Source: an optimization exercise on an open RTL-to-GDS flow (aim: small area, a short achievable clock period and few clock cycles per item). Production flows keep margins and buffers that such runs may drop. RTL that was checked went through simulation tests only; none was proved equivalent to the original. No functional check of the RTL was part of runs 1, 4 and 5. Power is estimated from default activity; no workload was simulated.

==> design.v <==
`default_nettype none
package ssmt_pkg;
  localparam int unsigned OP_W           = 2;
  localparam int unsigned VALUE_W        = 16;
  localparam int unsigned COUNT_W        = 5;
  localparam int unsigned DEF_CAPACITY   = 16;
  localparam int unsigned DEF_ELEM_WIDTH = 16;
  typedef enum logic [OP_W-1:0] {
    OP_INSERT = 2'd0,
    OP_DELETE = 2'd1,
    OP_QUERY  = 2'd2,
    OP_CLEAR  = 2'd3
  } ssmt_op_e;
  typedef struct packed {
    logic ins_en;
    logic del_en;
  } ssmt_ctl_t;
endpackage
`default_nettype wire
`default_nettype none
module ssmt_cell #(
  parameter int unsigned ELEM_WIDTH = ssmt_pkg::DEF_ELEM_WIDTH
) (
  input  wire logic                   clk_i,
  input  wire logic                   we_i,      
  input  wire logic [ELEM_WIDTH-1:0]  wdata_i,   
  input  wire logic [ELEM_WIDTH-1:0]  cmp_i,     
  output logic                        match_o    
);
  logic [ELEM_WIDTH-1:0] entry_q;
  assign match_o = (entry_q == cmp_i);
  always_ff @(posedge clk_i) begin
    if (we_i) begin
      entry_q <= wdata_i;
    end
  end
endmodule
`default_nettype wire
`default_nettype none
module small_set_membership_table #(
  parameter int unsigned CAPACITY   = ssmt_pkg::DEF_CAPACITY,
  parameter int unsigned ELEM_WIDTH = ssmt_pkg::DEF_ELEM_WIDTH
) (
  input  wire logic                          clk_i,
  input  wire logic                          rst_ni,
  input  wire logic                          start_i,
  output logic                               busy_o,
  input  wire logic [ssmt_pkg::OP_W-1:0]     op_i,
  input  wire logic [ssmt_pkg::VALUE_W-1:0]  value_i,
  output logic                               valid_o,
  output logic                               was_member_o,
  output logic [ssmt_pkg::COUNT_W-1:0]       count_o,
  output logic                               empty_res_o,
  output logic                               full_res_o,
  output logic                               rejected_o
);
  localparam int unsigned CNT_W = $clog2(CAPACITY + 1);
  logic                      y_vld_q;
  logic [ssmt_pkg::OP_W-1:0] y_op_q;
  logic [ELEM_WIDTH-1:0]     y_val_q;
  logic [CAPACITY-1:0]       y_match_q, y_match_d;
  logic                      u_vld_q;
  logic [ssmt_pkg::OP_W-1:0] u_op_q;
  logic [ELEM_WIDTH-1:0]     u_val_q;
  logic [CAPACITY-1:0]       u_match_q, u_match_d;
  logic                      u_pre_q;        
  logic                      u_same_q;       
  logic                      u_post_q;       
  logic                      u_clr_q;        
  logic [CAPACITY-1:0]     valid_q, valid_d;
  logic [CNT_W-1:0]        count_q, count_d;
  logic [CAPACITY-1:0]     free_q, free_d;   
  logic [CAPACITY-1:0]     raw_match;
  logic                    valid_res_q;
  logic                    was_q, empty_q, full_q, rej_q;
  logic [ssmt_pkg::COUNT_W-1:0] cnt_res_q;
  assign busy_o = 1'b0;
  function automatic logic [CAPACITY-1:0] lowest_free(input logic [CAPACITY-1:0] used);
    logic seen;
    seen = 1'b0;
    for (int i = 0; i < CAPACITY; i++) begin
      lowest_free[i] = !used[i] && !seen;
      seen           = seen || !used[i];
    end
  endfunction
  for (genvar i = 0; i < CAPACITY; i++) begin : g_cell
    ssmt_cell #(
      .ELEM_WIDTH(ELEM_WIDTH)
    ) u_cell (
      .clk_i  (clk_i),
      .we_i   (free_q[i]),
      .wdata_i(u_val_q),
      .cmp_i  (ELEM_WIDTH'(value_i)),
      .match_o(raw_match[i])
    );
  end
  assign y_match_d = (free_q & {CAPACITY{ELEM_WIDTH'(value_i) == u_val_q}})
                   | (~free_q & raw_match);
  always_ff @(posedge clk_i or negedge rst_ni) begin
    if (!rst_ni) begin
      y_vld_q <= 1'b0;
    end else begin
      y_vld_q <= start_i;
    end
  end
  always_ff @(posedge clk_i) begin
    y_op_q    <= op_i;
    y_val_q   <= ELEM_WIDTH'(value_i);
    y_match_q <= y_match_d;
  end
  logic y_same;
  assign y_same    = y_val_q == u_val_q;
  assign u_match_d = (free_q & {CAPACITY{y_same}}) | (~free_q & y_match_q);
  always_ff @(posedge clk_i or negedge rst_ni) begin
    if (!rst_ni) begin
      u_vld_q <= 1'b0;
    end else begin
      u_vld_q <= y_vld_q;
    end
  end
  always_ff @(posedge clk_i) begin
    u_op_q    <= y_op_q;
    u_val_q   <= y_val_q;
    u_match_q <= u_match_d;
    u_pre_q   <= |(y_match_q & valid_q);
    u_same_q  <= y_same && u_vld_q;
  end
  logic [CAPACITY-1:0] hit;
  logic                member;
  logic                full_now;
  logic                is_ins, is_del, is_qry, is_clr;
  logic                rej_d;
  logic                ins_ok;
  logic                post_d;
  assign is_ins   = u_vld_q && (u_op_q == ssmt_pkg::OP_INSERT);
  assign is_del   = u_vld_q && (u_op_q == ssmt_pkg::OP_DELETE);
  assign is_qry   = u_vld_q && (u_op_q == ssmt_pkg::OP_QUERY);
  assign is_clr   = u_vld_q && (u_op_q == ssmt_pkg::OP_CLEAR);
  assign hit      = u_match_q & valid_q;
  assign member   = u_same_q ? u_post_q : (u_pre_q && !u_clr_q);
  assign full_now = count_q == CNT_W'(CAPACITY);
  assign ins_ok   = is_ins && !member && !full_now;
  assign rej_d    = is_ins && !member && full_now;
  assign post_d   = (is_ins && !(full_now && !member)) || (is_qry && member);
  logic [CNT_W-1:0]    cnt_inc, cnt_dec;
  logic [CAPACITY-1:0] free_ins, free_del;
  logic                empty_d, full_d;
  assign cnt_inc  = count_q + CNT_W'(1);
  assign cnt_dec  = count_q - CNT_W'(1);
  assign free_ins = lowest_free(valid_q | free_q);
  assign free_del = lowest_free(valid_q & ~hit);
  always_comb begin
    valid_d = valid_q;
    count_d = count_q;
    free_d  = free_q;
    empty_d = count_q == '0;
    full_d  = full_now;
    if (is_clr) begin
      valid_d = '0;
      count_d = '0;
      free_d  = CAPACITY'(1);
      empty_d = 1'b1;
      full_d  = 1'b0;
    end else if (ins_ok) begin
      valid_d = valid_q | free_q;
      count_d = cnt_inc;
      free_d  = free_ins;
      empty_d = 1'b0;
      full_d  = count_q == CNT_W'(CAPACITY - 1);
    end else if (is_del && member) begin
      valid_d = valid_q & ~hit;
      count_d = cnt_dec;
      free_d  = free_del;
      empty_d = count_q == CNT_W'(1);
      full_d  = 1'b0;
    end
  end
  always_ff @(posedge clk_i or negedge rst_ni) begin
    if (!rst_ni) begin
      valid_q     <= '0;
      count_q     <= '0;
      free_q      <= CAPACITY'(1);
      valid_res_q <= 1'b0;
    end else begin
      valid_q     <= valid_d;
      count_q     <= count_d;
      free_q      <= free_d;
      valid_res_q <= u_vld_q;
    end
  end
  always_ff @(posedge clk_i) begin
    u_post_q <= post_d;
    u_clr_q  <= is_clr;
  end
  always_ff @(posedge clk_i) begin
    was_q     <= member;
    cnt_res_q <= ssmt_pkg::COUNT_W'(count_d);
    empty_q   <= empty_d;
    full_q    <= full_d;
    rej_q     <= rej_d;
  end
  assign valid_o      = valid_res_q;
  assign was_member_o = was_q;
  assign count_o      = cnt_res_q;
  assign empty_res_o  = empty_q;
  assign full_res_o   = full_q;
  assign rejected_o   = rej_q;
endmodule
`default_nettype wire
==> run.sh <==
#!/bin/bash
# synth_recipe.tcl (not shown) runs the flow's synth.tcl, then flattens the netlist and writes it again
# the make line also repeats each setting of config.mk as NAME=value (left out here)
make -C /OpenROAD-flow-scripts/flow DESIGN_CONFIG=/design/flow/config.mk WORK_HOME=/design/flow/orfs CLKGATE_MAP_FILE= SYNTH_SCRIPT=/design/flow/synth_recipe.tcl finish
==> config.mk <==
export PLATFORM = sky130hd
export DESIGN_NAME = small_set_membership_table
export DESIGN_NICKNAME = small_set_membership_table
export VERILOG_FILES = /design/flow/design.v
export SDC_FILE = /design/flow/constraint.sdc
export NUM_CORES = 4
export LEC_CHECK = 0
export CAP_MARGIN = 20
export CORE_MARGIN = 2
export CORE_UTILIZATION = 40
export CTS_CLUSTER_DIAMETER = 120
export CTS_CLUSTER_SIZE = 30
export SETUP_SLACK_MARGIN = 2.2
export SLEW_MARGIN = 20
==> constraint.sdc <==
create_clock -name core_clock -period 4.0 [get_ports {clk_i}]
set_input_delay 0.8000 -clock core_clock [delete_from_list [all_inputs] [get_ports {clk_i}]]
set_output_delay 0.8000 -clock core_clock [all_outputs]
set_load 0.01 [all_outputs]
==> results of run 1 <==
## report_power, final
part	switching [µW]	leakage, µW	internal [µW]
combinational	612	0.00283	492
sequential	243	0.00353	4500
clock	1210	0.000223	783
total	2070	0.00658	5770
## registers in the layout, summed over array words and instances, names as in the netlist, 2 cells and up
signal and count:
free_q 16, y_op_q 2, g_cell.u_cell.entry_q 256, u_op_q 2
cnt_res_q 5, u_val_q 16, valid_q 16, y_val_q 16
count_q 5, u_match_q 16, y_match_q 16
## Yosys cell counts (3+ instances only)
library cell,number,area [µm²]
sky130_fd_sc_hd__o21ai_0,34,170
sky130_fd_sc_hd__xnor2_1,32,280
sky130_fd_sc_hd__nor2_1,26,97.6
sky130_fd_sc_hd__or4_1,3,22.5
sky130_fd_sc_hd__a221oi_1,4,35.0
sky130_fd_sc_hd__xor2_1,258,2260
sky130_fd_sc_hd__nand4_1,28,175
sky130_fd_sc_hd__nor3_1,7,35.0
sky130_fd_sc_hd__a32o_1,5,50.1
sky130_fd_sc_hd__inv_1,9,33.8
sky130_fd_sc_hd__mux2_2,16,180
sky130_fd_sc_hd__a211oi_1,13,97.6
sky130_fd_sc_hd__o22ai_1,4,25.0
sky130_fd_sc_hd__a21oi_1,22,110
sky130_fd_sc_hd__a22o_1,6,52.6
sky130_fd_sc_hd__nand2b_1,10,62.6
sky130_fd_sc_hd__nor4_1,69,432
sky130_fd_sc_hd__a22oi_1,3,22.5
sky130_fd_sc_hd__edfxtp_1,256,7690
sky130_fd_sc_hd__o211ai_1,3,22.5
sky130_fd_sc_hd__nor3b_1,4,30.0
sky130_fd_sc_hd__nand2_1,31,116
sky130_fd_sc_hd__a32oi_1,7,61.3
sky130_fd_sc_hd__dfrtp_1,39,976
sky130_fd_sc_hd__nand3_1,6,30.0
sky130_fd_sc_hd__buf_2,27,135
sky130_fd_sc_hd__clkbuf_1,16,60.1
sky130_fd_sc_hd__ha_1,4,50.1
sky130_fd_sc_hd__dfxtp_1,81,1620
sky130_fd_sc_hd__and3_1,3,18.8
sky130_fd_sc_hd__nor2b_1,7,43.8
## metal layers
layer  vias to the layer above  part of all wire [%]
met5                         -                     0
met4                         0                   2.6
met3                        47                   4.8
met2                       280                    48
met1                      4820                    45
li1                       4191                     -
## worst paths after layout
| path | endpoint | cells past startpoint | from |
|---|---|---|---|
| setup / recovery | free_q[0] | 9 | count_q[0] |
| hold / removal | free_q[13] | 1 | rst_ni |
| setup reg to reg | free_q[0] | 9 | count_q[0] |
| min in group core_clock | u_op_q[0] | 0 | y_op_q[0] |
| max in group asynchronous | free_q[1] | 1 | rst_ni |
| hold reg to reg | u_op_q[0] | 0 | y_op_q[0] |
## stage by stage
step	hold WS [ps]	util [%]	setup WS [ps]	cell area (µm²)
detailed placement	315	43.8	796	16600
global placement	312	43.8	811	16600
finish	249	49.0	2000	18500
CTS	351	46.9	1990	17800
global route	290	49.0	1930	18500
floorplan	310	-	1950	15600
## kinds of logic (layout without fill, tap and decap cells)
| group | count (synthesis) | after routing | synth area share (%) |
|---|---|---|---|
| simple gates | 217 | 218 | 8.45 |
| buf+inv | 57 | 195 | 1.68 |
| compound gates | 115 | 115 | 4.93 |
| xor+xnor | 290 | 290 | 16.5 |
| fa+ha+maj | 4 | 4 | 0.325 |
| other cells | 1 | 1 | 0.0243 |
| mux | 17 | 17 | 1.23 |
| flops | 377 | 377 | 66.9 |
## critical path, stage by stage, from the launching register on
cell	delay [ps]
sky130_fd_sc_hd__dfrtp_1	410
sky130_fd_sc_hd__inv_2	70
sky130_fd_sc_hd__ha_4	130
sky130_fd_sc_hd__and4bb_4	290
sky130_fd_sc_hd__nor4_4	40
sky130_fd_sc_hd__buf_4	160
sky130_fd_sc_hd__buf_4	130
sky130_fd_sc_hd__buf_4	130
sky130_fd_sc_hd__o21a_2	260
sky130_fd_sc_hd__o311a_1	300
## final cells by class
cell class              instances  area [µm²]  area share (%)
flip-flops and latches        377       10400            55.9
multi-input cells             645        5380            29.0
repair buffers                157        1640            8.85
well taps                     511         639            3.45
clock buffers                  26         438            2.36
inverters                      10        38.8           0.209
clock inverters                 2        32.5           0.176
## what timing repair did
action / 4_1_cts / 5_1_grt
hold buffers: 0 / 0
endpoints found under the setup margin: 86 / 70
gates resized for setup: 212 / 115
buffers inserted: 31 / 50
gates cloned: 3 / 0
pin swaps: 22 / 22
==> run_summary.xml, run 1 <==
<?xml version="1.0" encoding="UTF-8"?>
<metrics>
  <group name="run_status">
    <metric name="status" unit="">complete, no violations</metric>
  </group>
  <group name="clock_network">
    <metric name="insertion_delay" unit="ps">540</metric>
    <metric name="cts_max_path_buffers" unit="">3</metric>
    <metric name="cts_root_buffer" unit="">sky130_fd_sc_hd__clkbuf_16</metric>
    <metric name="h-tree-depth" unit="">1</metric>
    <metric name="clkSlewWorstSetupHoldPaths" unit="ps">120</metric>
    <metric name="clock_tree_from_tritoncts" unit="">yes</metric>
    <metric name="numCtsBuffers" unit="">16</metric>
    <metric name="numClockSinks" unit="">377</metric>
  </group>
  <group name="placed_design">
    <metric name="placed_cells" unit="">1616</metric>
    <metric name="detailedPlacementHpwl" unit="µm">23900</metric>
    <metric name="routability_congestion_estimate_from_global_placement" unit="">0.788</metric>
    <metric name="io_buffers" unit="">30</metric>
  </group>
  <group name="timing">
    <metric name="worst_slew_pin_slew" unit="ps">1150</metric>
    <metric name="finalWorstPathRequiredPeriod" unit="ps">2000</metric>
    <metric name="finalClockSkew" unit="ps">37.5</metric>
    <metric name="totalNegativeSetupSlack" unit="ps">0</metric>
    <metric name="final_hold_viol_count" unit="">0</metric>
    <metric name="share_of_the_clock_period_used_by_the_worst_path_after_layout" unit="%">50.0</metric>
    <metric name="max_freq" unit="MHz">500</metric>
    <metric name="max-slew-margin-rel" unit="%">23.6</metric>
    <metric name="drv_slew" unit="">0</metric>
    <metric name="report.final.setup_viol" unit="">0</metric>
    <metric name="rsz0062_at_grt" unit="">true</metric>
  </group>
  <group name="floorplan">
    <metric name="placeableCoreArea" unit="µm²">37800</metric>
    <metric name="die_w" unit="µm">200</metric>
    <metric name="design.portCount" unit="">32</metric>
    <metric name="std_cell_rows" unit="">71</metric>
    <metric name="design.die.area" unit="µm²">40100</metric>
    <metric name="start_util" unit="%">40.7</metric>
    <metric name="dieHeight" unit="µm">200</metric>
  </group>
  <group name="setup_path">
    <metric name="crit_path_launch_type" unit="">flip-flop</metric>
    <metric name="timing.critical_path.to_type" unit="">flip-flop</metric>
    <metric name="required_time_of_the_critical_path" unit="ps">4470</metric>
    <metric name="crit_fanout" unit="">5</metric>
    <metric name="worst_ep_arrival_time" unit="ps">2470</metric>
    <metric name="setup.reg_to_reg.worst_slack" unit="ps">2000</metric>
    <metric name="startpoint_to_endpoint_class_of_the_critical_path" unit="">flip-flop to flip-flop</metric>
  </group>
  <group name="final_layout">
    <metric name="final_common_cell" unit="">sky130_fd_sc_hd__xor2_1</metric>
    <metric name="final_layout_size_suffix_gt1_share" unit="%">25.7</metric>
    <metric name="antenna-diode-count" unit="">0</metric>
    <metric name="area_growth" unit="%">20.2</metric>
    <metric name="commonest_non_fill_non_tap_cells_in_the_layout" unit="">258 x sky130_fd_sc_hd__xor2_1, 256 x sky130_fd_sc_hd__edfxtp_1, 79 x sky130_fd_sc_hd__buf_4</metric>
    <metric name="instances_no_fill" unit="">1728</metric>
    <metric name="fillerInstances" unit="">3294</metric>
    <metric name="num-nets-final" unit="">1232</metric>
  </group>
  <group name="detailed_routing">
    <metric name="total_number_of_vias" unit="">9338</metric>
    <metric name="dr.pass1.iters" unit="">5</metric>
    <metric name="first_iter_violations" unit="">835</metric>
    <metric name="routed_wl" unit="µm">41300</metric>
    <metric name="drt-wirelength-per-cell" unit="µm">23.9</metric>
    <metric name="ant_nets" unit="">0</metric>
    <metric name="drc" unit="">0</metric>
    <metric name="routed_via_density" unit="">5.40</metric>
  </group>
  <group name="synth">
    <metric name="netlist_instances" unit="">1078</metric>
    <metric name="seq_area_frac_synth" unit="%">66.9</metric>
    <metric name="dominantRegCellSynth" unit="">sky130_fd_sc_hd__edfxtp_1</metric>
    <metric name="post_synthesis_net_count" unit="">1103</metric>
    <metric name="avgSynthCellArea" unit="µm²">14.3</metric>
    <metric name="yosysWarningCount" unit="">2</metric>
    <metric name="number_of_flops_mapped_to_enable_cells_by_yosys" unit="">256</metric>
    <metric name="post_synthesis_register_bit_count" unit="">377</metric>
    <metric name="synthArstFlopShare" unit="%">10.6</metric>
    <metric name="synthesis.area" unit="µm²">15400</metric>
    <metric name="ys_types" unit="">68</metric>
  </group>
  <group name="global_route">
    <metric name="grt_remaining_overflow" unit="">0</metric>
    <metric name="vias_in_the_first_global_route" unit="">9026</metric>
    <metric name="antenna_violations_before_repair" unit="">0</metric>
    <metric name="grt.total_usage" unit="%">20.0</metric>
    <metric name="grt_util_met2" unit="%">32.9</metric>
    <metric name="global_route.usage.met1" unit="%">28.5</metric>
    <metric name="grt_busiest_layer" unit="">met2</metric>
    <metric name="grt_first_pass_wirelength" unit="µm">59900</metric>
    <metric name="met3_use_gr" unit="%">1.92</metric>
    <metric name="maximum_number_of_pins_on_one_net_before_global_route_repair" unit="">41</metric>
  </group>
  <group name="run">
    <metric name="max_cap_viol_count" unit="">0</metric>
  </group>
  <group name="power">
    <metric name="max-vdd-ir-drop" unit="µV">335</metric>
    <metric name="sum_of_internal_switching_and_leakage_power" unit="µW">7840</metric>
    <metric name="p_per_area" unit="nW/µm²">423</metric>
    <metric name="leakagePower" unit="µW">0.00658</metric>
  </group>
  <group name="worst_hold_path">
    <metric name="hold_class" unit="">input port to asynchronous set/reset pin</metric>
  </group>
</metrics>
==> inputs of run 2 (changes only) <==
--- a/design.v
+++ b/design.v
@@ -70,8 +70,9 @@
   logic [CAPACITY-1:0]     valid_q, valid_d;
   logic [CNT_W-1:0]        count_q, count_d;
+  logic                    full_q;           
   logic [CAPACITY-1:0]     free_q, free_d;   
   logic [CAPACITY-1:0]     raw_match;
   logic                    valid_res_q;
-  logic                    was_q, empty_q, full_q, rej_q;
+  logic                    was_q, empty_q, full_res_q, rej_q;
   logic [ssmt_pkg::COUNT_W-1:0] cnt_res_q;
   assign busy_o = 1'b0;
@@ -139,5 +140,5 @@
   assign hit      = u_match_q & valid_q;
   assign member   = u_same_q ? u_post_q : (u_pre_q && !u_clr_q);
-  assign full_now = count_q == CNT_W'(CAPACITY);
+  assign full_now = full_q;
   assign ins_ok   = is_ins && !member && !full_now;
   assign rej_d    = is_ins && !member && full_now;
@@ -181,8 +182,10 @@
       count_q     <= '0;
       free_q      <= CAPACITY'(1);
+      full_q      <= 1'b0;
       valid_res_q <= 1'b0;
     end else begin
       valid_q     <= valid_d;
       count_q     <= count_d;
+      full_q      <= full_d;
       free_q      <= free_d;
       valid_res_q <= u_vld_q;
@@ -197,5 +200,5 @@
     cnt_res_q <= ssmt_pkg::COUNT_W'(count_d);
     empty_q   <= empty_d;
-    full_q    <= full_d;
+    full_res_q <= full_d;
     rej_q     <= rej_d;
   end
@@ -204,5 +207,5 @@
   assign count_o      = cnt_res_q;
   assign empty_res_o  = empty_q;
-  assign full_res_o   = full_q;
+  assign full_res_o   = full_res_q;
   assign rejected_o   = rej_q;
 endmodule
--- a/config.mk
+++ b/config.mk
@@ -9,6 +9,6 @@
 export CORE_MARGIN = 2
 export CORE_UTILIZATION = 40
-export CTS_CLUSTER_DIAMETER = 120
-export CTS_CLUSTER_SIZE = 30
-export SETUP_SLACK_MARGIN = 2.2
+export CTS_CLUSTER_DIAMETER = 100
+export CTS_CLUSTER_SIZE = 24
+export SETUP_SLACK_MARGIN = 1.9
 export SLEW_MARGIN = 20
==> run 2 against run 1 <==
Compared with the run above:
- power down 3.8%
- sequential share of layout area up 3.2 points
- area after synthesis up 0.86%
- sequential cell count up 1
- register-to-register slack about the same
- largest cell class unchanged
- critical path type is now input port to flip-flop
==> run_summary.xml, run 2 <==
<?xml version="1.0" encoding="UTF-8"?>
<metrics>
  <group name="run_status">
    <metric name="status" unit="">complete, no violations</metric>
  </group>
  <group name="timing">
    <metric name="report.final.setup_viol" unit="">0</metric>
    <metric name="finalHoldWorstSlack" unit="ps">261</metric>
    <metric name="finalWorstPathRequiredPeriod" unit="ps">2040</metric>
    <metric name="share_of_the_clock_period_used_by_the_worst_path_after_layout" unit="%">51.1</metric>
    <metric name="max-slew-margin-rel" unit="%">33.1</metric>
    <metric name="totalNegativeSetupSlack" unit="ps">0</metric>
    <metric name="finalClockSkew" unit="ps">28.2</metric>
    <metric name="drv_slew" unit="">0</metric>
    <metric name="final_hold_viol_count" unit="">0</metric>
    <metric name="worst_slew_pin_slew" unit="ps">1000</metric>
    <metric name="max_freq" unit="MHz">490</metric>
    <metric name="rsz0062_at_grt" unit="">true</metric>
  </group>
  <group name="synth">
    <metric name="synthTopCellsByArea" unit="">sky130_fd_sc_hd__edfxtp_1 49%, sky130_fd_sc_hd__xor2_1 14%, sky130_fd_sc_hd__dfxtp_1 10%</metric>
    <metric name="avgSynthCellArea" unit="µm²">14.2</metric>
    <metric name="seq_area_frac_synth" unit="%">66.5</metric>
    <metric name="yosys-top-cells-count" unit="">257 x sky130_fd_sc_hd__xor2_1, 256 x sky130_fd_sc_hd__edfxtp_1, 81 x sky130_fd_sc_hd__dfxtp_1</metric>
    <metric name="synthMostInstantiatedCell" unit="">sky130_fd_sc_hd__xor2_1</metric>
    <metric name="netlist_instances" unit="">1092</metric>
    <metric name="post_synthesis_net_count" unit="">1118</metric>
    <metric name="post_synthesis_register_bit_count" unit="">378</metric>
    <metric name="synthesis.area" unit="µm²">15500</metric>
    <metric name="yosysWarningCount" unit="">2</metric>
    <metric name="ys_types" unit="">68</metric>
    <metric name="synth_top_cell_by_area" unit="">sky130_fd_sc_hd__edfxtp_1</metric>
    <metric name="synth_top_cell_area_share" unit="%">49.4</metric>
    <metric name="number_of_flops_mapped_to_enable_cells_by_yosys" unit="">256</metric>
    <metric name="dominantRegCellSynth" unit="">sky130_fd_sc_hd__edfxtp_1</metric>
    <metric name="synthArstFlopShare" unit="%">10.8</metric>
  </group>
  <group name="detailed_routing">
    <metric name="first_iter_violations" unit="">1048</metric>
    <metric name="ant_nets" unit="">0</metric>
    <metric name="drc" unit="">0</metric>
    <metric name="dr.pass1.iters" unit="">6</metric>
    <metric name="drt-wirelength-per-cell" unit="µm">24.4</metric>
    <metric name="routed_wl" unit="µm">41300</metric>
    <metric name="routed_via_density" unit="">5.42</metric>
    <metric name="total_number_of_vias" unit="">9194</metric>
  </group>
  <group name="power">
    <metric name="combPwrFrac" unit="%">10.8</metric>
    <metric name="max-vdd-ir-drop" unit="µV">267</metric>
    <metric name="cellInternalPower" unit="µW">5670</metric>
    <metric name="netSwitchingPower" unit="µW">1870</metric>
    <metric name="clock_power_share" unit="%">28.1</metric>
    <metric name="leakagePower" unit="µW">0.00626</metric>
    <metric name="sum_of_internal_switching_and_leakage_power" unit="µW">7540</metric>
    <metric name="power_switching_share" unit="%">24.9</metric>
    <metric name="sequentialPowerShare" unit="%">61.2</metric>
    <metric name="p_per_area" unit="nW/µm²">430</metric>
  </group>
  <group name="setup_path">
    <metric name="crit_path_launch_type" unit="">input port</metric>
    <metric name="worst_path_max_delay_cell" unit="">sky130_fd_sc_hd__clkdlybuf4s50_1</metric>
    <metric name="worst_reg_to_reg_cells" unit="">6</metric>
    <metric name="startpoint_to_endpoint_class_of_the_critical_path" unit="">input port to flip-flop</metric>
    <metric name="timing.critical_path.to_type" unit="">flip-flop</metric>
    <metric name="worstSetupPathDepth" unit="">7</metric>
    <metric name="cp_num_buf_inv" unit="">3</metric>
    <metric name="reg2reg_to" unit="">free_q[13]</metric>
    <metric name="r2r-start" unit="">u_pre_q</metric>
    <metric name="required_time_of_the_critical_path" unit="ps">4470</metric>
    <metric name="crit_fanout" unit="">7</metric>
    <metric name="worst_ep_arrival_time" unit="ps">2510</metric>
    <metric name="endpoint" unit="">y_match_q[7]</metric>
    <metric name="setup.reg_to_reg.worst_slack" unit="ps">2000</metric>
    <metric name="path_cells" unit="">clkdlybuf4s50_1 &gt; buf_8 &gt; buf_4 &gt; xor2_1 &gt; nor4_1 &gt; nand4_1 &gt; o21ai_1</metric>
    <metric name="setup.worst_path.start" unit="">value_i[2]</metric>
    <metric name="critical_path.max_stage_delay" unit="ps">460</metric>
    <metric name="cp_top_family" unit="">buffers and inverters</metric>
  </group>
  <group name="final_layout">
    <metric name="top_register" unit="">g_cell.u_cell.entry_q</metric>
    <metric name="layout.cell_area.non_filler" unit="µm²">17500</metric>
    <metric name="num-nets-final" unit="">1189</metric>
    <metric name="fillerInstances" unit="">3484</metric>
    <metric name="number_of_flip_flops_in_the_largest_register" unit="">256</metric>
    <metric name="commonest_non_fill_non_tap_cells_in_the_layout" unit="">257 x sky130_fd_sc_hd__xor2_1, 256 x sky130_fd_sc_hd__edfxtp_1, 73 x sky130_fd_sc_hd__dfxtp_1</metric>
    <metric name="instances_no_fill" unit="">1695</metric>
    <metric name="final_layout_size_suffix_gt1_share" unit="%">13.2</metric>
    <metric name="final_common_cell" unit="">sky130_fd_sc_hd__xor2_1</metric>
    <metric name="area_growth" unit="%">12.7</metric>
  </group>
  <group name="clock_network">
    <metric name="holdBufCountCts" unit="">0</metric>
    <metric name="clock_tree_from_tritoncts" unit="">yes</metric>
    <metric name="cts_root_buffer" unit="">sky130_fd_sc_hd__clkbuf_16</metric>
    <metric name="insertion_delay" unit="ps">530</metric>
    <metric name="numCtsBuffers" unit="">19</metric>
    <metric name="numClockSinks" unit="">378</metric>
    <metric name="clkSlewWorstSetupHoldPaths" unit="ps">100</metric>
    <metric name="cts_max_path_buffers" unit="">3</metric>
    <metric name="h-tree-depth" unit="">1</metric>
  </group>
  <group name="placed_design">
    <metric name="detailedPlacementHpwl" unit="µm">26100</metric>
    <metric name="detailed_place.area" unit="µm²">16700</metric>
    <metric name="placed_cells" unit="">1645</metric>
    <metric name="io_buffers" unit="">30</metric>
    <metric name="routability_congestion_estimate_from_global_placement" unit="">0.826</metric>
  </group>
  <group name="global_route">
    <metric name="grt.total_usage" unit="%">20.4</metric>
    <metric name="grt_first_pass_wirelength" unit="µm">61200</metric>
    <metric name="grt_remaining_overflow" unit="">0</metric>
    <metric name="maximum_number_of_pins_on_one_net_before_global_route_repair" unit="">42</metric>
    <metric name="vias_in_the_first_global_route" unit="">9183</metric>
    <metric name="antenna_violations_before_repair" unit="">0</metric>
  </group>
  <group name="floorplan">
    <metric name="dieHeight" unit="µm">201</metric>
    <metric name="die_w" unit="µm">201</metric>
    <metric name="start_util" unit="%">40.4</metric>
    <metric name="design.portCount" unit="">32</metric>
    <metric name="std_cell_rows" unit="">72</metric>
    <metric name="design.die.area" unit="µm²">40500</metric>
    <metric name="placeableCoreArea" unit="µm²">38500</metric>
  </group>
  <group name="worst_hold_path">
    <metric name="hold_class" unit="">input port to asynchronous set/reset pin</metric>
  </group>
  <group name="run">
    <metric name="max_cap_viol_count" unit="">0</metric>
  </group>
</metrics>
[run 2: cell type report]
type	instances	area, µm²	area share [%]
well taps	518	648	3.70
repair buffers	102	948	5.41
inverters	11	45.0	0.257
diodes	1	2.50	0.0143
clock inverters	2	17.5	0.0999
flip-flops and latches	378	10400	59.1
multi-input cells	651	4990	28.4
clock buffers	32	524	2.99
[run 2: worst min-delay path by stage]
stage	from	end	cells after the start
after floorplan	y_op_q[0]	u_op_q[0]	0
final	rst_ni	valid_q[3]	1
after CTS	y_op_q[1]	u_op_q[1]	0
after detailed placement	y_op_q[0]	u_op_q[0]	0
after global placement	y_op_q[1]	u_op_q[1]	0
after global routing	rst_ni	valid_q[2]	1
[run 2: logic make-up after synthesis]
| logic type | Yosys count | share of synthesized area [%] |
|---|---|---|
| flip-flops | 378 | 66.5 |
| multiplexers | 19 | 1.36 |
| other | 1 | 0.0241 |
| AND/OR/NAND/NOR | 221 | 8.75 |
| AO/OA/AOI/OAI | 115 | 4.78 |
| buffers and inverters | 63 | 1.87 |
| adder cells (fa/ha/maj) | 5 | 0.402 |
| XOR/XNOR | 290 | 16.3 |
[run 2: repair_timing]
item                       CTS  global route
pin swaps                    1             3
setup endpoints to repair   76            49
setup buffers                7             7
cloned                       1             0
resized for setup           64            28
[run 2: power by group through the flow]
stage / clock network (µW) / logic (µW) / registers, µW
2_1_floorplan: 0 / 413 / 4720
3_3_place_gp: 0 / 742 / 4720
3_5_place_dp: 0 / 749 / 4720
4_1_cts: 2180 / 779 / 4630
5_1_grt: 2300 / 880 / 4640
6_report: 2120 / 811 / 4610
[run 2: metrics by stage]
step	utilization, %	setup WS (ps)
detailed placement	43.4	843
CTS	45.2	1900
global route	45.6	1880
finish	45.6	1960
global placement	43.4	917
floorplan	-	1910
[run 2: layer usage]
metal	track usage (%)	part of all wire, %	vias to the layer above
met4	4.29	2.2	0
li1	-	-	4135
met5	0	0	-
met1	28.9	45	4712
met3	3.13	6.0	49
met2	33.2	47	298
Testbench counts of run 2, summed over its fixed seeds: cycles 32,024, items 32,000.
==> inputs of run 3 (changes only) <==
--- a/config.mk
+++ b/config.mk
@@ -11,4 +11,4 @@
 export CTS_CLUSTER_DIAMETER = 100
 export CTS_CLUSTER_SIZE = 24
-export SETUP_SLACK_MARGIN = 1.9
+export SETUP_SLACK_MARGIN = 2.15
 export SLEW_MARGIN = 20
==> run 3 against run 2 <==
Compared with the run above:
- still clean on timing, DRC and antenna
- design area rose by 2.5%
- utilization up 1.1 points
- area after synthesis is the same
==> run_summary.xml, run 3 <==
<?xml version="1.0" encoding="UTF-8"?>
<metrics>
  <group name="placed_design">
    <metric name="detailedPlacementHpwl" unit="µm">26000</metric>
    <metric name="placement.setup.worst_slack" unit="ps">881</metric>
    <metric name="io_buffers" unit="">30</metric>
    <metric name="routability_congestion_estimate_from_global_placement" unit="">0.842</metric>
  </group>
  <group name="setup_path">
    <metric name="worst_path_max_delay_cell" unit="">sky130_fd_sc_hd__nor3b_2</metric>
    <metric name="setup.reg_to_reg.worst_slack" unit="ps">2140</metric>
    <metric name="reg2reg_to" unit="">free_q[12]</metric>
    <metric name="timing.critical_path.to_type" unit="">flip-flop</metric>
    <metric name="crit_path_launch_type" unit="">flip-flop</metric>
    <metric name="setup.worst_path.start" unit="">u_clr_q</metric>
    <metric name="worst_ep_arrival_time" unit="ps">2320</metric>
    <metric name="worst_reg_to_reg_cells" unit="">6</metric>
    <metric name="cp_num_buf_inv" unit="">1</metric>
    <metric name="critical_path.max_stage_delay" unit="ps">390</metric>
    <metric name="required_time_of_the_critical_path" unit="ps">4460</metric>
    <metric name="cp_top_family" unit="">simple AND/OR/NAND/NOR gates</metric>
    <metric name="r2r-start" unit="">u_clr_q</metric>
    <metric name="crit_fanout" unit="">12</metric>
    <metric name="startpoint_to_endpoint_class_of_the_critical_path" unit="">flip-flop to flip-flop</metric>
    <metric name="path_cells" unit="">nor3b_2 &gt; o211a_4 &gt; nor2_4 &gt; buf_4 &gt; or3_1 &gt; nand3_1</metric>
  </group>
  <group name="final_layout">
    <metric name="final_layout_size_suffix_gt1_share" unit="%">19.8</metric>
    <metric name="fillerInstances" unit="">3420</metric>
    <metric name="num-nets-final" unit="">1220</metric>
    <metric name="area_growth" unit="%">15.5</metric>
    <metric name="final_core_util" unit="%">46.7</metric>
    <metric name="number_of_flip_flops_in_the_largest_register" unit="">256</metric>
    <metric name="top_register" unit="">g_cell.u_cell.entry_q</metric>
    <metric name="final_common_cell" unit="">sky130_fd_sc_hd__xor2_1</metric>
    <metric name="commonest_non_fill_non_tap_cells_in_the_layout" unit="">257 x sky130_fd_sc_hd__xor2_1, 256 x sky130_fd_sc_hd__edfxtp_1, 69 x sky130_fd_sc_hd__dfxtp_1</metric>
    <metric name="antenna-diode-count" unit="">0</metric>
  </group>
  <group name="power">
    <metric name="max-vdd-ir-drop" unit="µV">252</metric>
    <metric name="p_per_area" unit="nW/µm²">424</metric>
    <metric name="leakagePower" unit="µW">0.00643</metric>
  </group>
  <group name="synth">
    <metric name="synthesis.area" unit="µm²">15500</metric>
    <metric name="yosys-top-cells-count" unit="">257 x sky130_fd_sc_hd__xor2_1, 256 x sky130_fd_sc_hd__edfxtp_1, 81 x sky130_fd_sc_hd__dfxtp_1</metric>
    <metric name="post_synthesis_register_bit_count" unit="">378</metric>
    <metric name="number_of_flops_mapped_to_enable_cells_by_yosys" unit="">256</metric>
    <metric name="dominantRegCellSynth" unit="">sky130_fd_sc_hd__edfxtp_1</metric>
    <metric name="synthTopCellsByArea" unit="">sky130_fd_sc_hd__edfxtp_1 49%, sky130_fd_sc_hd__xor2_1 14%, sky130_fd_sc_hd__dfxtp_1 10%</metric>
    <metric name="netlist_instances" unit="">1092</metric>
    <metric name="synth_top_cell_area_share" unit="%">49.4</metric>
    <metric name="seq_area_frac_synth" unit="%">66.5</metric>
    <metric name="synth_top_cell_by_area" unit="">sky130_fd_sc_hd__edfxtp_1</metric>
    <metric name="synthArstFlopShare" unit="%">10.8</metric>
    <metric name="ys_types" unit="">68</metric>
    <metric name="post_synthesis_net_count" unit="">1118</metric>
    <metric name="avgSynthCellArea" unit="µm²">14.2</metric>
    <metric name="yosysWarningCount" unit="">2</metric>
    <metric name="synthMostInstantiatedCell" unit="">sky130_fd_sc_hd__xor2_1</metric>
  </group>
  <group name="global_route">
    <metric name="antenna_violations_before_repair" unit="">1</metric>
    <metric name="grt_first_pass_wirelength" unit="µm">62200</metric>
    <metric name="grt.total_usage" unit="%">20.8</metric>
    <metric name="vias_in_the_first_global_route" unit="">9216</metric>
    <metric name="grt_remaining_overflow" unit="">0</metric>
    <metric name="maximum_number_of_pins_on_one_net_before_global_route_repair" unit="">42</metric>
  </group>
  <group name="clock_network">
    <metric name="h-tree-depth" unit="">1</metric>
    <metric name="insertion_delay" unit="ps">530</metric>
    <metric name="clock_tree_from_tritoncts" unit="">yes</metric>
    <metric name="cts_root_buffer" unit="">sky130_fd_sc_hd__clkbuf_16</metric>
    <metric name="numClockSinks" unit="">378</metric>
    <metric name="clkSlewWorstSetupHoldPaths" unit="ps">90</metric>
    <metric name="cts_max_path_buffers" unit="">3</metric>
    <metric name="numCtsBuffers" unit="">19</metric>
  </group>
  <group name="detailed_routing">
    <metric name="drc" unit="">0</metric>
    <metric name="routed_wl" unit="µm">42900</metric>
    <metric name="routed_via_density" unit="">5.48</metric>
    <metric name="total_number_of_vias" unit="">9451</metric>
    <metric name="first_iter_violations" unit="">1039</metric>
    <metric name="drt-wirelength-per-cell" unit="µm">24.9</metric>
    <metric name="ant_nets" unit="">0</metric>
    <metric name="dr.pass1.iters" unit="">5</metric>
  </group>
  <group name="timing">
    <metric name="finalHoldWorstSlack" unit="ps">259</metric>
    <metric name="share_of_the_clock_period_used_by_the_worst_path_after_layout" unit="%">46.4</metric>
    <metric name="rsz0062_at_grt" unit="">true</metric>
    <metric name="totalNegativeSetupSlack" unit="ps">0</metric>
    <metric name="worst_slew_pin_slew" unit="ps">1010</metric>
    <metric name="report.final.setup_viol" unit="">0</metric>
    <metric name="max-slew-margin-rel" unit="%">32.9</metric>
    <metric name="drv_slew" unit="">0</metric>
    <metric name="finalWorstPathRequiredPeriod" unit="ps">1860</metric>
    <metric name="finalClockSkew" unit="ps">11.9</metric>
    <metric name="setup_ws" unit="ps">2140</metric>
    <metric name="final_hold_viol_count" unit="">0</metric>
    <metric name="max_freq" unit="MHz">539</metric>
  </group>
  <group name="floorplan">
    <metric name="start_util" unit="%">40.4</metric>
    <metric name="die_w" unit="µm">201</metric>
    <metric name="dieHeight" unit="µm">201</metric>
    <metric name="std_cell_rows" unit="">72</metric>
    <metric name="design.portCount" unit="">32</metric>
    <metric name="placeableCoreArea" unit="µm²">38500</metric>
    <metric name="design.die.area" unit="µm²">40500</metric>
  </group>
  <group name="run">
    <metric name="max_cap_viol_count" unit="">0</metric>
  </group>
  <group name="run_status">
    <metric name="status" unit="">complete, no violations</metric>
  </group>
  <group name="worst_hold_path">
    <metric name="hold_class" unit="">input port to asynchronous set/reset pin</metric>
  </group>
</metrics>
[run 3: final cells by class]
cell class	count	area, µm²	share of cell area, %
clock inverters	2	17.5	0.0975
inverters	11	41.3	0.230
flip-flops and latches	378	10400	57.8
well taps	518	648	3.61
multi-input cells	652	5140	28.6
clock buffers	32	524	2.92
repair buffers	132	1200	6.67
[run 3: power breakdown]
part           internal [µW]  switching (µW)
logic                    344             543
registers               4440             168
clock network            914            1210
total                   5700            1920
[run 3: what timing repair did]
item                                    CTS  global route
endpoints found under the setup margin   86            41
pin swaps                                 9            15
gates cloned                              3             0
hold buffers                              0             0
buffers inserted                         24            21
resized for setup                       161            45
[run 3: worst max path at each step]
stage,endpoint,cells past startpoint,slack [ps]
after floorplan,y_match_q[12],7,1950
after global placement,y_match_q[7],6,840
after detailed placement,y_match_q[7],6,880
after CTS,free_q[6],5,2110
after global routing,free_q[12],6,2110
final,free_q[12],6,2140
[run 3: per-stage QoR]
step | total power [µW] | std cells | area, µm²
finish | 7630 | 1725 | 18000
detailed placement | 5470 | 1643 | 16700
floorplan | 5150 | 1092 | 15700
CTS | 7640 | 1704 | 17700
global route | 7910 | 1725 | 18000
global placement | 5460 | 1643 | 16700
[run 3: worst reg2reg max path, cell delays in order (launching register included)]
cell,delay (ps)
sky130_fd_sc_hd__dfxtp_2,340
sky130_fd_sc_hd__nor3b_2,390
sky130_fd_sc_hd__o211a_4,350
sky130_fd_sc_hd__nor2_4,80
sky130_fd_sc_hd__buf_4,180
sky130_fd_sc_hd__or3_1,370
sky130_fd_sc_hd__nand3_1,80
[run 3: per-layer routing]
metal | wire length, µm | vias up | share of wire (%) | GRT usage [%]
met5 | 0 | - | 0 | 0
met4 | 1120 | 0 | 2.6 | 5.34
met3 | 2890 | 60 | 6.7 | 2.82
met2 | 20300 | 351 | 47 | 34.1
met1 | 18600 | 4848 | 43 | 29.3
li1 | - | 4192 | - | -
[run 3: kinds of logic (layout without fill, tap and decap cells)]
family,after synthesis,count (layout),share of synthesized area (%)
xor gates and xnor gates,290,290,16.3
muxes,19,19,1.36
other,1,1,0.0241
DFF,378,378,66.5
AOI/OAI and AO/OA,115,116,4.78
and+or+nand+nor,221,221,8.75
buffers and inverters,63,177,1.87
adders and majority gates,5,5,0.402
==> inputs of run 4 (changes only) <==
--- a/design.v
+++ b/design.v
@@ -56,8 +56,14 @@
 );
   localparam int unsigned CNT_W = $clog2(CAPACITY + 1);
+  logic                      x_vld_q;
+  logic [ssmt_pkg::OP_W-1:0] x_op_q;
+  logic [ELEM_WIDTH-1:0]     x_val_q;
   logic                      y_vld_q;
   logic [ssmt_pkg::OP_W-1:0] y_op_q;
   logic [ELEM_WIDTH-1:0]     y_val_q;
-  logic [CAPACITY-1:0]       y_match_q, y_match_d;
+  logic [CAPACITY-1:0]       y_raw_q;        
+  logic [CAPACITY-1:0]       y_wslot_q;      
+  logic                      y_weq_q;        
+  logic                      y_same_q;       
   logic                      u_vld_q;
   logic [ssmt_pkg::OP_W-1:0] u_op_q;
@@ -67,5 +73,4 @@
   logic                      u_same_q;       
   logic                      u_post_q;       
-  logic                      u_clr_q;        
   logic [CAPACITY-1:0]     valid_q, valid_d;
   logic [CNT_W-1:0]        count_q, count_d;
@@ -85,4 +90,15 @@
     end
   endfunction
+  always_ff @(posedge clk_i or negedge rst_ni) begin
+    if (!rst_ni) begin
+      x_vld_q <= 1'b0;
+    end else begin
+      x_vld_q <= start_i;
+    end
+  end
+  always_ff @(posedge clk_i) begin
+    x_op_q  <= op_i;
+    x_val_q <= ELEM_WIDTH'(value_i);
+  end
   for (genvar i = 0; i < CAPACITY; i++) begin : g_cell
     ssmt_cell #(
@@ -92,25 +108,26 @@
       .we_i   (free_q[i]),
       .wdata_i(u_val_q),
-      .cmp_i  (ELEM_WIDTH'(value_i)),
+      .cmp_i  (x_val_q),
       .match_o(raw_match[i])
     );
   end
-  assign y_match_d = (free_q & {CAPACITY{ELEM_WIDTH'(value_i) == u_val_q}})
-                   | (~free_q & raw_match);
   always_ff @(posedge clk_i or negedge rst_ni) begin
     if (!rst_ni) begin
       y_vld_q <= 1'b0;
     end else begin
-      y_vld_q <= start_i;
-    end
-  end
-  always_ff @(posedge clk_i) begin
-    y_op_q    <= op_i;
-    y_val_q   <= ELEM_WIDTH'(value_i);
-    y_match_q <= y_match_d;
-  end
-  logic y_same;
-  assign y_same    = y_val_q == u_val_q;
-  assign u_match_d = (free_q & {CAPACITY{y_same}}) | (~free_q & y_match_q);
+      y_vld_q <= x_vld_q;
+    end
+  end
+  always_ff @(posedge clk_i) begin
+    y_op_q    <= x_op_q;
+    y_val_q   <= x_val_q;
+    y_raw_q   <= raw_match;
+    y_wslot_q <= free_q;
+    y_weq_q   <= x_val_q == u_val_q;
+    y_same_q  <= (x_val_q == y_val_q) && y_vld_q;
+  end
+  logic [CAPACITY-1:0] y_match;    
+  assign y_match   = (y_wslot_q & {CAPACITY{y_weq_q}}) | (~y_wslot_q & y_raw_q);
+  assign u_match_d = (free_q & {CAPACITY{y_same_q}}) | (~free_q & y_match);
   always_ff @(posedge clk_i or negedge rst_ni) begin
     if (!rst_ni) begin
@@ -124,13 +141,13 @@
     u_val_q   <= y_val_q;
     u_match_q <= u_match_d;
-    u_pre_q   <= |(y_match_q & valid_q);
-    u_same_q  <= y_same && u_vld_q;
+    u_pre_q   <= |(y_match & valid_q) && !(u_vld_q && (u_op_q == ssmt_pkg::OP_CLEAR));
+    u_same_q  <= y_same_q;
   end
   logic [CAPACITY-1:0] hit;
   logic                member;
-  logic                full_now;
   logic                is_ins, is_del, is_qry, is_clr;
   logic                rej_d;
   logic                ins_ok;
+  logic                del_ok;
   logic                post_d;
   assign is_ins   = u_vld_q && (u_op_q == ssmt_pkg::OP_INSERT);
@@ -139,9 +156,9 @@
   assign is_clr   = u_vld_q && (u_op_q == ssmt_pkg::OP_CLEAR);
   assign hit      = u_match_q & valid_q;
-  assign member   = u_same_q ? u_post_q : (u_pre_q && !u_clr_q);
-  assign full_now = full_q;
-  assign ins_ok   = is_ins && !member && !full_now;
-  assign rej_d    = is_ins && !member && full_now;
-  assign post_d   = (is_ins && !(full_now && !member)) || (is_qry && member);
+  assign member   = u_same_q ? u_post_q : u_pre_q;
+  assign ins_ok   = is_ins && !full_q && !member;
+  assign del_ok   = is_del && member;
+  assign rej_d    = is_ins && full_q && !member;
+  assign post_d   = (is_ins && !(full_q && !member)) || (is_qry && member);
   logic [CNT_W-1:0]    cnt_inc, cnt_dec;
   logic [CAPACITY-1:0] free_ins, free_del;
@@ -156,5 +173,5 @@
     free_d  = free_q;
     empty_d = count_q == '0;
-    full_d  = full_now;
+    full_d  = full_q;
     if (is_clr) begin
       valid_d = '0;
@@ -169,5 +186,5 @@
       empty_d = 1'b0;
       full_d  = count_q == CNT_W'(CAPACITY - 1);
-    end else if (is_del && member) begin
+    end else if (del_ok) begin
       valid_d = valid_q & ~hit;
       count_d = cnt_dec;
@@ -181,6 +198,6 @@
       valid_q     <= '0;
       count_q     <= '0;
+      full_q      <= 1'b0;
       free_q      <= CAPACITY'(1);
-      full_q      <= 1'b0;
       valid_res_q <= 1'b0;
     end else begin
@@ -194,12 +211,11 @@
   always_ff @(posedge clk_i) begin
     u_post_q <= post_d;
-    u_clr_q  <= is_clr;
-  end
-  always_ff @(posedge clk_i) begin
-    was_q     <= member;
-    cnt_res_q <= ssmt_pkg::COUNT_W'(count_d);
-    empty_q   <= empty_d;
+  end
+  always_ff @(posedge clk_i) begin
+    was_q      <= member;
+    cnt_res_q  <= ssmt_pkg::COUNT_W'(count_d);
+    empty_q    <= empty_d;
     full_res_q <= full_d;
-    rej_q     <= rej_d;
+    rej_q      <= rej_d;
   end
   assign valid_o      = valid_res_q;
==> run 4 against run 3 <==
Compared with the run above:
- still clean on timing, DRC and antenna
- sequential power up 5.9%
- utilization fell by 1.5 points
- maximum frequency rose by 0.82%
- combinational power shrank 33%
- setup slack improved by 15 ps
- clock-buffer cell count grew 4
- sequential share of layout area is 3.9 points higher
- critical path type unchanged
==> run_summary.xml, run 4 <==
<?xml version="1.0" encoding="UTF-8"?>
<metrics>
  <group name="setup_path">
    <metric name="worstSetupPathDepth" unit="">6</metric>
    <metric name="r2r-start" unit="">u_same_q</metric>
    <metric name="worst_ep_arrival_time" unit="ps">2300</metric>
    <metric name="crit_path_launch_type" unit="">flip-flop</metric>
    <metric name="worst_reg_to_reg_cells" unit="">6</metric>
    <metric name="startpoint_to_endpoint_class_of_the_critical_path" unit="">flip-flop to flip-flop</metric>
    <metric name="worst_path_max_delay_cell" unit="">sky130_fd_sc_hd__or4_1</metric>
    <metric name="setup.worst_path.start" unit="">u_same_q</metric>
    <metric name="reg2reg_to" unit="">free_q[8]</metric>
    <metric name="endpoint" unit="">free_q[8]</metric>
    <metric name="critical_path.max_stage_delay" unit="ps">530</metric>
    <metric name="cp_num_buf_inv" unit="">1</metric>
    <metric name="crit_fanout" unit="">8</metric>
    <metric name="setup.reg_to_reg.worst_slack" unit="ps">2160</metric>
    <metric name="path_cells" unit="">mux2i_4 &gt; inv_4 &gt; nor4_4 &gt; nor2_1 &gt; or4_1 &gt; o21ai_1</metric>
    <metric name="required_time_of_the_critical_path" unit="ps">4460</metric>
    <metric name="cp_top_family" unit="">simple AND/OR/NAND/NOR gates</metric>
    <metric name="timing.critical_path.to_type" unit="">flip-flop</metric>
  </group>
  <group name="detailed_routing">
    <metric name="routed_wl" unit="µm">38300</metric>
    <metric name="routed_via_density" unit="">5.20</metric>
    <metric name="ant_nets" unit="">0</metric>
    <metric name="drt-wirelength-per-cell" unit="µm">22.6</metric>
    <metric name="total_number_of_vias" unit="">8827</metric>
    <metric name="drc" unit="">0</metric>
    <metric name="first_iter_violations" unit="">866</metric>
    <metric name="dr.pass1.iters" unit="">7</metric>
  </group>
  <group name="synth">
    <metric name="yosysWarningCount" unit="">2</metric>
    <metric name="synthArstFlopShare" unit="%">10.1</metric>
    <metric name="avgSynthCellArea" unit="µm²">14.7</metric>
    <metric name="netlist_instances" unit="">1103</metric>
    <metric name="number_of_flops_mapped_to_enable_cells_by_yosys" unit="">256</metric>
    <metric name="ys_types" unit="">62</metric>
    <metric name="synthTopCellsByArea" unit="">sky130_fd_sc_hd__edfxtp_1 48%, sky130_fd_sc_hd__xnor2_1 15%, sky130_fd_sc_hd__dfxtp_1 14%</metric>
    <metric name="synth_top_cell_area_share" unit="%">47.6</metric>
    <metric name="dominantRegCellSynth" unit="">sky130_fd_sc_hd__edfxtp_1</metric>
    <metric name="yosys-top-cells-count" unit="">286 x sky130_fd_sc_hd__xnor2_1, 256 x sky130_fd_sc_hd__edfxtp_1, 116 x sky130_fd_sc_hd__dfxtp_1</metric>
    <metric name="post_synthesis_net_count" unit="">1129</metric>
    <metric name="synthMostInstantiatedCell" unit="">sky130_fd_sc_hd__xnor2_1</metric>
    <metric name="synth_top_cell_by_area" unit="">sky130_fd_sc_hd__edfxtp_1</metric>
    <metric name="seq_area_frac_synth" unit="%">68.4</metric>
    <metric name="synthesis.area" unit="µm²">16200</metric>
    <metric name="post_synthesis_register_bit_count" unit="">414</metric>
  </group>
  <group name="clock_network">
    <metric name="cts_max_path_buffers" unit="">3</metric>
    <metric name="cts_root_buffer" unit="">sky130_fd_sc_hd__clkbuf_16</metric>
    <metric name="clkSlewWorstSetupHoldPaths" unit="ps">100</metric>
    <metric name="insertion_delay" unit="ps">530</metric>
    <metric name="clock_tree_from_tritoncts" unit="">yes</metric>
    <metric name="numClockSinks" unit="">414</metric>
    <metric name="numCtsBuffers" unit="">21</metric>
    <metric name="h-tree-depth" unit="">1</metric>
  </group>
  <group name="timing">
    <metric name="finalClockSkew" unit="ps">20.6</metric>
    <metric name="finalHoldWorstSlack" unit="ps">254</metric>
    <metric name="finalWorstPathRequiredPeriod" unit="ps">1840</metric>
    <metric name="share_of_the_clock_period_used_by_the_worst_path_after_layout" unit="%">46.0</metric>
    <metric name="drv_slew" unit="">0</metric>
    <metric name="rsz0062_at_grt" unit="">true</metric>
    <metric name="final_hold_viol_count" unit="">0</metric>
    <metric name="worst_slew_pin_slew" unit="ps">1030</metric>
    <metric name="report.final.setup_viol" unit="">0</metric>
    <metric name="totalNegativeSetupSlack" unit="ps">0</metric>
    <metric name="max-slew-margin-rel" unit="%">31.2</metric>
    <metric name="max_freq" unit="MHz">543</metric>
  </group>
  <group name="worst_hold_path">
    <metric name="hold_class" unit="">input port to asynchronous set/reset pin</metric>
  </group>
  <group name="final_layout">
    <metric name="num-nets-final" unit="">1184</metric>
    <metric name="layout.cell_area.non_filler" unit="µm²">18000</metric>
    <metric name="top_register" unit="">g_cell.u_cell.entry_q</metric>
    <metric name="number_of_flip_flops_in_the_largest_register" unit="">256</metric>
    <metric name="fillerInstances" unit="">3594</metric>
    <metric name="area_growth" unit="%">11.3</metric>
    <metric name="antenna-diode-count" unit="">0</metric>
    <metric name="commonest_non_fill_non_tap_cells_in_the_layout" unit="">286 x sky130_fd_sc_hd__xnor2_1, 256 x sky130_fd_sc_hd__edfxtp_1, 97 x sky130_fd_sc_hd__dfxtp_1</metric>
    <metric name="final_common_cell" unit="">sky130_fd_sc_hd__xnor2_1</metric>
    <metric name="final_layout_size_suffix_gt1_share" unit="%">13.8</metric>
    <metric name="final_core_util" unit="%">45.2</metric>
  </group>
  <group name="power">
    <metric name="leakagePower" unit="µW">0.00577</metric>
    <metric name="sum_of_internal_switching_and_leakage_power" unit="µW">7820</metric>
    <metric name="p_per_area" unit="nW/µm²">434</metric>
    <metric name="max-vdd-ir-drop" unit="µV">246</metric>
  </group>
  <group name="global_route">
    <metric name="maximum_number_of_pins_on_one_net_before_global_route_repair" unit="">43</metric>
    <metric name="antenna_violations_before_repair" unit="">3</metric>
    <metric name="grt_first_pass_wirelength" unit="µm">57300</metric>
    <metric name="grt.total_usage" unit="%">18.5</metric>
    <metric name="vias_in_the_first_global_route" unit="">8701</metric>
    <metric name="grt_remaining_overflow" unit="">0</metric>
  </group>
  <group name="placed_design">
    <metric name="detailed_place.area" unit="µm²">17100</metric>
    <metric name="routability_congestion_estimate_from_global_placement" unit="">0.861</metric>
    <metric name="io_buffers" unit="">30</metric>
    <metric name="detailedPlacementHpwl" unit="µm">24000</metric>
  </group>
  <group name="run">
    <metric name="max_cap_viol_count" unit="">0</metric>
  </group>
  <group name="floorplan">
    <metric name="std_cell_rows" unit="">73</metric>
    <metric name="start_util" unit="%">40.6</metric>
    <metric name="dieHeight" unit="µm">205</metric>
    <metric name="placeableCoreArea" unit="µm²">39800</metric>
    <metric name="design.die.area" unit="µm²">42000</metric>
    <metric name="design.portCount" unit="">32</metric>
    <metric name="die_w" unit="µm">205</metric>
  </group>
  <group name="run_status">
    <metric name="status" unit="">complete, no violations</metric>
  </group>
</metrics>
-- run 4: changes by cell type in the layout (fill, tap and decap cells not counted), sizes merged, moves of 16 or more --
cell	delta
buf	-63
nand4	+45
clkdlybuf4s50	+16
xnor2	+253
nor4	-46
dfxtp	+35
xor2	-252
-- run 4: how the worst min path moves through the flow --
stage | to | slack, ps | cells after the start
2_1_floorplan | u_op_q[0] | 310 | 0
3_3_place_gp | u_op_q[1] | 310 | 0
3_5_place_dp | y_op_q[0] | 320 | 0
4_1_cts | y_op_q[0] | 340 | 0
5_1_grt | valid_q[9] | 290 | 1
6_report | valid_q[5] | 250 | 1
-- run 4: area by class of cell --
class                           count  area, µm²  area share, %
Sequential cell                   414      11100           61.7
Multi-Input combinational cell    636       4980           27.7
Tap cell                          525        657           3.65
Timing Repair Buffer               76        614           3.41
Clock buffer                       36        582           3.23
Inverter                            9       36.3          0.202
Clock inverter                      1       20.0          0.111
-- run 4: logic make-up after synthesis --
kind of cell / Yosys count / share of synthesized area (%)
DFF: 414 / 68.4
xor gates and xnor gates: 291 / 15.8
and+or+nand+nor: 214 / 7.70
AOI/OAI and AO/OA: 90 / 3.72
buffers and inverters: 54 / 1.55
muxes: 34 / 2.43
adders and majority gates: 5 / 0.387
other: 1 / 0.0232
-- run 4: power by group --
group	total (µW)	internal [µW]	switching, µW
registers	4880	4710	172
logic	597	277	320
clock network	2340	1010	1330
-- run 4: routing by layer --
layer	global-route usage [%]	share of wire (%)
met1	27.1	46
met2	30.1	47
met3	1.80	4.5
met4	3.34	1.7
met5	0	0
-- run 4: through the flow --
step	instances	setup slack [ps]
after global routing	1697	2080
after detailed placement	1641	1520
after floorplan	1103	2180
final	1697	2160
after CTS	1692	2160
after global placement	1641	1580
-- run 4: timing repair --
| action | in CTS | in global routing |
|---|---|---|
| setup endpoints to repair | 72 | 26 |
| gates cloned | 1 | 0 |
| pin swaps | 3 | 2 |
| hold buffers | 0 | 0 |
| hold endpoints to repair | 0 | 0 |
| resized for setup | 78 | 17 |
| setup buffers | 13 | 5 |
==> inputs of run 5 (changes only) <==
--- a/config.mk
+++ b/config.mk
@@ -11,4 +11,4 @@
 export CTS_CLUSTER_DIAMETER = 100
 export CTS_CLUSTER_SIZE = 24
-export SETUP_SLACK_MARGIN = 2.15
+export SETUP_SLACK_MARGIN = 2.0
 export SLEW_MARGIN = 20
==> run 5 against run 4 <==
Compared with the run above:
- critical endpoint is now free_q[6]
- final cell count shrank 0.71%
- routed wire length shrank 0.81%
- sequential power is essentially flat
- power shrank 0.26%
- still clean on timing, DRC and antenna
- via count is essentially flat
- clock skew grew 0.95 ps
- critical path depth is the same
- highest routed layer unchanged
- synthesized cell count is the same
==> run_summary.xml, run 5 <==
<?xml version="1.0" encoding="UTF-8"?>
<metrics>
  <group name="run_status">
    <metric name="status" unit="">complete, no violations</metric>
  </group>
  <group name="final_layout">
    <metric name="final_layout_size_suffix_gt1_share" unit="%">10.9</metric>
    <metric name="antenna-diode-count" unit="">0</metric>
    <metric name="fillerInstances" unit="">3605</metric>
    <metric name="commonest_non_fill_non_tap_cells_in_the_layout" unit="">286 x sky130_fd_sc_hd__xnor2_1, 256 x sky130_fd_sc_hd__edfxtp_1, 102 x sky130_fd_sc_hd__dfxtp_1</metric>
    <metric name="number_of_flip_flops_in_the_largest_register" unit="">256</metric>
    <metric name="final_common_cell" unit="">sky130_fd_sc_hd__xnor2_1</metric>
    <metric name="area_growth" unit="%">10.4</metric>
    <metric name="top_register" unit="">g_cell.u_cell.entry_q</metric>
    <metric name="num-nets-final" unit="">1172</metric>
    <metric name="layout.cell_area.non_filler" unit="µm²">17900</metric>
  </group>
  <group name="placed_design">
    <metric name="placement.setup.worst_slack" unit="ps">1520</metric>
    <metric name="detailed_place.area" unit="µm²">17100</metric>
    <metric name="io_buffers" unit="">30</metric>
    <metric name="detailedPlacementHpwl" unit="µm">24000</metric>
    <metric name="routability_congestion_estimate_from_global_placement" unit="">0.861</metric>
  </group>
  <group name="global_route">
    <metric name="grt_first_pass_wirelength" unit="µm">56900</metric>
    <metric name="grt_remaining_overflow" unit="">0</metric>
    <metric name="global_route.usage.met1" unit="%">27.0</metric>
    <metric name="grt.total_usage" unit="%">18.3</metric>
    <metric name="antenna_violations_before_repair" unit="">3</metric>
    <metric name="maximum_number_of_pins_on_one_net_before_global_route_repair" unit="">43</metric>
    <metric name="grt_util_met2" unit="%">29.6</metric>
    <metric name="grt_busiest_layer" unit="">met2</metric>
    <metric name="vias_in_the_first_global_route" unit="">8648</metric>
    <metric name="met3_use_gr" unit="%">1.83</metric>
  </group>
  <group name="setup_path">
    <metric name="worst_reg_to_reg_cells" unit="">6</metric>
    <metric name="crit_fanout" unit="">12</metric>
    <metric name="worst_ep_arrival_time" unit="ps">2410</metric>
    <metric name="startpoint_to_endpoint_class_of_the_critical_path" unit="">flip-flop to flip-flop</metric>
    <metric name="crit_path_launch_type" unit="">flip-flop</metric>
    <metric name="required_time_of_the_critical_path" unit="ps">4440</metric>
    <metric name="timing.critical_path.to_type" unit="">flip-flop</metric>
  </group>
  <group name="clock_network">
    <metric name="holdBufCountCts" unit="">0</metric>
    <metric name="numClockSinks" unit="">414</metric>
    <metric name="insertion_delay" unit="ps">530</metric>
    <metric name="clock_tree_from_tritoncts" unit="">yes</metric>
    <metric name="clkSlewWorstSetupHoldPaths" unit="ps">100</metric>
    <metric name="cts_max_path_buffers" unit="">3</metric>
    <metric name="cts_root_buffer" unit="">sky130_fd_sc_hd__clkbuf_16</metric>
    <metric name="numCtsBuffers" unit="">21</metric>
    <metric name="h-tree-depth" unit="">1</metric>
  </group>
  <group name="detailed_routing">
    <metric name="dr.pass1.iters" unit="">5</metric>
    <metric name="total_number_of_vias" unit="">8829</metric>
    <metric name="routed_via_density" unit="">5.24</metric>
    <metric name="drc" unit="">0</metric>
    <metric name="ant_nets" unit="">0</metric>
    <metric name="routed_wl" unit="µm">38000</metric>
    <metric name="first_iter_violations" unit="">911</metric>
    <metric name="drt-wirelength-per-cell" unit="µm">22.5</metric>
  </group>
  <group name="synth">
    <metric name="dominantRegCellSynth" unit="">sky130_fd_sc_hd__edfxtp_1</metric>
    <metric name="post_synthesis_register_bit_count" unit="">414</metric>
    <metric name="synthTopCellsByArea" unit="">sky130_fd_sc_hd__edfxtp_1 48%, sky130_fd_sc_hd__xnor2_1 15%, sky130_fd_sc_hd__dfxtp_1 14%</metric>
    <metric name="synthArstFlopShare" unit="%">10.1</metric>
    <metric name="number_of_flops_mapped_to_enable_cells_by_yosys" unit="">256</metric>
    <metric name="avgSynthCellArea" unit="µm²">14.7</metric>
    <metric name="synth_top_cell_area_share" unit="%">47.6</metric>
    <metric name="synth_top_cell_by_area" unit="">sky130_fd_sc_hd__edfxtp_1</metric>
    <metric name="yosys-top-cells-count" unit="">286 x sky130_fd_sc_hd__xnor2_1, 256 x sky130_fd_sc_hd__edfxtp_1, 116 x sky130_fd_sc_hd__dfxtp_1</metric>
    <metric name="netlist_instances" unit="">1103</metric>
    <metric name="post_synthesis_net_count" unit="">1129</metric>
    <metric name="seq_area_frac_synth" unit="%">68.4</metric>
    <metric name="synthMostInstantiatedCell" unit="">sky130_fd_sc_hd__xnor2_1</metric>
    <metric name="ys_types" unit="">62</metric>
    <metric name="yosysWarningCount" unit="">2</metric>
    <metric name="synthesis.area" unit="µm²">16200</metric>
  </group>
  <group name="timing">
    <metric name="finalClockSkew" unit="ps">21.5</metric>
    <metric name="drv_slew" unit="">0</metric>
    <metric name="report.final.setup_viol" unit="">0</metric>
    <metric name="worst_slew_pin_slew" unit="ps">1020</metric>
    <metric name="max_freq" unit="MHz">505</metric>
    <metric name="max-slew-margin-rel" unit="%">31.7</metric>
    <metric name="totalNegativeSetupSlack" unit="ps">0</metric>
    <metric name="setup_ws" unit="ps">2020</metric>
    <metric name="rsz0062_at_grt" unit="">true</metric>
    <metric name="finalWorstPathRequiredPeriod" unit="ps">1980</metric>
    <metric name="final_hold_viol_count" unit="">0</metric>
    <metric name="share_of_the_clock_period_used_by_the_worst_path_after_layout" unit="%">49.5</metric>
  </group>
  <group name="floorplan">
    <metric name="placeableCoreArea" unit="µm²">39800</metric>
    <metric name="dieHeight" unit="µm">205</metric>
    <metric name="design.die.area" unit="µm²">42000</metric>
    <metric name="design.portCount" unit="">32</metric>
    <metric name="std_cell_rows" unit="">73</metric>
    <metric name="die_w" unit="µm">205</metric>
    <metric name="start_util" unit="%">40.6</metric>
  </group>
  <group name="power">
    <metric name="p_per_area" unit="nW/µm²">437</metric>
    <metric name="leakagePower" unit="µW">0.00571</metric>
    <metric name="combPwrFrac" unit="%">7.3</metric>
    <metric name="power_switching_share" unit="%">23.2</metric>
    <metric name="netSwitchingPower" unit="µW">1810</metric>
    <metric name="max-vdd-ir-drop" unit="µV">247</metric>
    <metric name="cellInternalPower" unit="µW">5990</metric>
    <metric name="sequentialPowerShare" unit="%">62.7</metric>
    <metric name="sum_of_internal_switching_and_leakage_power" unit="µW">7800</metric>
    <metric name="clock_power_share" unit="%">30.0</metric>
  </group>
  <group name="worst_hold_path">
    <metric name="hold_class" unit="">input port to asynchronous set/reset pin</metric>
  </group>
  <group name="run">
    <metric name="max_cap_viol_count" unit="">0</metric>
  </group>
</metrics>
run 5: cell types whose count changed in the layout (fill, tap and decap cells not counted), sizes merged:
cell | previous run | this run
buf | 57 | 36
dlygate4sd2 | 0 | 7
clkdlybuf4s15 | 0 | 3
nand2b | 7 | 6
run 5: path summary, 6_finish.rpt:
path / slack (ps) / to / start
max reg2reg: 2020 / free_q[6] / u_same_q
min: 250 / valid_q[9] / rst_ni
min in group core_clock: 330 / y_op_q[1] / x_op_q[1]
min reg2reg: 330 / y_op_q[1] / x_op_q[1]
max: 2020 / free_q[6] / u_same_q
max in group asynchronous: 3320 / free_q[3] / rst_ni
run 5: area by class of cell:
type	instances	area [µm²]	share of cell area (%)
Clock buffer	36	582	3.26
Clock inverter	1	20.0	0.112
Inverter	9	36.3	0.203
Multi-Input combinational cell	635	4910	27.5
Sequential cell	414	11100	62.1
Tap cell	525	657	3.68
Timing Repair Buffer	65	556	3.11
run 5: cells by family after synthesis:
logic type	after synthesis	synth area share (%)
AOI/OAI and AO/OA	90	3.72
xor gates and xnor gates	291	15.8
adders and majority gates	5	0.387
buffers and inverters	54	1.55
DFF	414	68.4
muxes	34	2.43
other	1	0.0232
and+or+nand+nor	214	7.70
run 5: routing by layer:
metal	wire length [µm]	share of wire, %	vias to the layer above
li1	-	-	4062
met1	17400	46	4491
met2	17900	47	238
met3	1930	5.1	38
met4	714	1.9	0
met5	0	0	-
run 5: stage by stage:
stage / hold WS, ps / utilization, % / instances
after floorplan: 310 / - / 1103
after global placement: 310 / 43.0 / 1641
after detailed placement: 317 / 43.0 / 1641
after CTS: 341 / 44.7 / 1683
after global routing: 292 / 44.8 / 1685
final: 251 / 44.8 / 1685
run 5: critical path, stage by stage (launching register included):
cell and delay, ps:
sky130_fd_sc_hd__dfxtp_1 380, sky130_fd_sc_hd__mux2i_4 300, sky130_fd_sc_hd__inv_4 90, sky130_fd_sc_hd__or4_4 590, sky130_fd_sc_hd__nand2_8 150, sky130_fd_sc_hd__o2111ai_1 130
sky130_fd_sc_hd__o31ai_1 250
run 5: timing repair:
action / 4_1_cts / 5_1_grt
gates cloned: 0 / 0
pin swaps: 1 / 2
hold endpoints to repair: 0 / 0
setup buffers: 5 / 2
endpoints found under the setup margin: 59 / 19
resized for setup: 28 / 14
run 5: power by group through the flow:
| stage | Sequential (µW) | Clock [µW] | Combinational, µW |
|---|---|---|---|
| after floorplan | 4930 | 0 | 366 |
| after global placement | 4990 | 0 | 557 |
| after detailed placement | 5000 | 0 | 558 |
| after CTS | 4900 | 2410 | 572 |
| after global routing | 4920 | 2540 | 617 |
| final | 4890 | 2340 | 567 |

Setup slack of run 5, layout unchanged: 2.020 ns with ideal ports, 1.996 ns with driving cells assumed (clock clkbuf_16, inputs buf_2), 2.020 ns with port delays also shifted by the 0.572 ns mid clock arrival.
